This design comes from an exercise in tuning for small area, a short achievable clock period and few clock cycles on the open sky130 flow, not from production work. In this exercise RTL edits were held to simulation tests only and were not proved equivalent to the original.

## east
==> flow/design.v (excerpt) <==
module ntt_core (
    input  logic        clk,
    input  logic        reset,
    input  logic        cmd_valid,
    output logic        cmd_ready,
    input  logic [1:0]  cmd,
    input  logic        in_valid,
    output logic        in_ready,
    input  logic [12:0] in_data,
    output logic        out_valid,
    input  logic        out_ready,
    output logic [12:0] out_data,
    output logic        busy
);
For scale: roughly 470 flip-flops, roughly 29000 um2 of cells after synthesis.
Settings: LEC_CHECK=0, CAP_MARGIN=20, CORE_MARGIN=2, CORE_UTILIZATION=35, SLEW_MARGIN=20; clock period 12.0 ns.
run.sh (not shown) runs the stock make flow with config.mk's settings and CLKGATE_MAP_FILE= SYNTH_SCRIPT=/design/flow/synth_recipe.tcl, a recipe that flattens the netlist after the stock synthesis.
Testbench counts of east, summed over its fixed seeds: cycles 9,984.
Changes in west relative to east:
-- flow/design.v --
<<< east, line 312
    logic [12:0] m_d, m_w;
    assign m_d = d_r;
    logic [25:0] m_s, m_c, m_p;
    logic [16:0] m_t1;
    logic [14:0] m_t2;
    logic        m_v [5];
    logic [3:0]  m_b [5];
    logic [26:0] pp [13];
    for (genvar i = 0; i < 13; i++) begin : g_pp
>>> west, line 312
    logic [12:0] m_d, m_w;
    assign m_d = d_r;
    logic [25:0] m_s, m_c;
    logic [18:0] m_t1;
    logic [14:0] m_t2;
    logic        m_v [4];
    logic [3:0]  m_b [4];
    logic [26:0] pp [13];
    for (genvar i = 0; i < 13; i++) begin : g_pp
<<< east, line 333
    assign l4a = csa27(l3a[53:27], l3a[26:0], l3b[53:27]);
    assign l5  = csa27(l4a[53:27], l4a[26:0], l3b[26:0]);
    logic [27:0] k_p;
    logic [53:0] k1a, k2a;
    logic [27:0] k_t1;
    assign k_p = ks27({1'b0, m_s}, {1'b0, m_c}, 1'b0);
    assign k1a = csa27({14'd0, m_p[8:0], 4'd0}, {10'd0, ~{8'd0, m_p[8:0]}},
                       {10'd0, ~m_p[25:9]});
    assign k2a = csa27(k1a[53:27], k1a[26:0], 27'd122898);
    assign k_t1 = ks27({10'd0, k2a[43:27]}, {10'd0, k2a[16:0]}, 1'b0);
    logic [53:0] j1a, j2a;
    logic [27:0] k_t2;
    assign j1a = csa27({12'd0, m_t1[8:0], 4'd0}, {12'd0, ~{6'd0, m_t1[8:0]}},
                       {12'd0, ~{7'd0, m_t1[16:9]}});
    assign j2a = csa27(j1a[53:27], j1a[26:0], 27'd7683);
    assign k_t2 = ks27({12'd0, j2a[41:27]}, {12'd0, j2a[14:0]}, 1'b0);
>>> west, line 333
    assign l4a = csa27(l3a[53:27], l3a[26:0], l3b[53:27]);
    assign l5  = csa27(l4a[53:27], l4a[26:0], l3b[26:0]);
    logic [53:0] k1a, k1b, k2a, k2b, k3a, k4a;
    logic [27:0] k_t1;
    assign k1a = csa27({14'd0, m_s[8:0], 4'd0}, {14'd0, m_c[8:0], 4'd0},
                       {8'd0, ~{10'd0, m_s[8:0]}});
    assign k1b = csa27({8'd0, ~{10'd0, m_c[8:0]}}, {8'd0, ~{2'd0, m_s[25:9]}},
                       {8'd0, ~{2'd0, m_c[25:9]}});
    assign k2a = csa27(k1a[53:27], k1a[26:0], k1b[53:27]);
    assign k2b = csa27(k1b[26:0], 27'd268839, 27'd0);
    assign k3a = csa27(k2a[53:27], k2a[26:0], k2b[53:27]);
    assign k4a = csa27(k3a[53:27], k3a[26:0], k2b[26:0]);
    assign k_t1 = ks27({8'd0, k4a[45:27]}, {8'd0, k4a[18:0]}, 1'b0);
    logic [53:0] j1a, j2a;
    logic [27:0] k_t2;
    assign j1a = csa27({12'd0, m_t1[8:0], 4'd0}, {12'd0, ~{6'd0, m_t1[8:0]}},
                       {12'd0, ~{5'd0, m_t1[18:9]}});
    assign j2a = csa27(j1a[53:27], j1a[26:0], 27'd7683);
    assign k_t2 = ks27({12'd0, j2a[41:27]}, {12'd0, j2a[14:0]}, 1'b0);
<<< east, line 351
        m_s  <= l5[52:27];
        m_c  <= l5[25:0];
        m_p  <= k_p[25:0];
        m_t1 <= k_t1[16:0];
        m_t2 <= k_t2[14:0];
        m_v[0] <= e1_bf;
        m_b[0] <= e1_b;
        for (int i = 1; i < 5; i++) begin
            m_v[i] <= m_v[i-1];
            m_b[i] <= m_b[i-1];
>>> west, line 354
        m_s  <= l5[52:27];
        m_c  <= l5[25:0];
        m_t1 <= k_t1[18:0];
        m_t2 <= k_t2[14:0];
        m_v[0] <= e1_bf;
        m_b[0] <= e1_b;
        for (int i = 1; i < 4; i++) begin
            m_v[i] <= m_v[i-1];
            m_b[i] <= m_b[i-1];
<<< east, line 369
            if (s_we && s_a == 4'(k)) begin
                rf[k] <= s_r;
            end else if (m_v[4] && m_b[4] == 4'(k)) begin
                rf[k] <= m_res;
            end
>>> west, line 371
            if (s_we && s_a == 4'(k)) begin
                rf[k] <= s_r;
            end else if (m_v[3] && m_b[3] == 4'(k)) begin
                rf[k] <= m_res;
            end
==> notes.md <==
west against east: clock-buffer cell count went down; sequential cell area fraction in the yosys report went down; highest clock frequency the design can meet went down; met2 track utilization from global routing went up. Comparing west and east, portion of the layout cell area used by clock cells is lower on west. Taking east as the reference, in west total track usage rose by 0.81 points; relative area change from synthesis to final layout fell by 0.39 points; share of synthesized registers carrying an async set or reset rose by 0.33 points; critical path required time stayed essentially flat. In the tables for west and east, largest net degree at the start of global routing reads higher with east. west: worst setup slack is 0.43 ns lower than what east reported.
Testbench counts of west, summed over its fixed seeds: cycles 9,984.

what the ideal ports hide:
In the flow no input, the clock included, has a driving cell. The finished layouts below were timed again as built, in two steps.
Step 1 sets driving cells, clkbuf_16 on the clock port and buf_2 on the other inputs (assumed; they add their load-dependent delay and slew).
Step 2 times the ports against the registers' clock, not the clock port: input delays grow and output delays shrink by t, the midpoint of the rising clock arrivals with the driver on.
a / b / c = ideal ports / drivers / drivers and shift; a / b = the first two.
| run | t (ns) | setup WS [ns] | hold slack, ns |
|---|---|---|---|
| east | 0.658 | 7.881 / 7.861 / 7.421 | 0.316 / 0.316 / 0.316 |
| west | 0.661 | 7.450 / 7.450 / 7.306 | 0.325 / 0.325 / 0.325 |
After both steps every run listed still meets setup and hold. The setup slack of east, which loses most, moves by -0.020 ns with the drivers and by -0.460 ns with both steps.
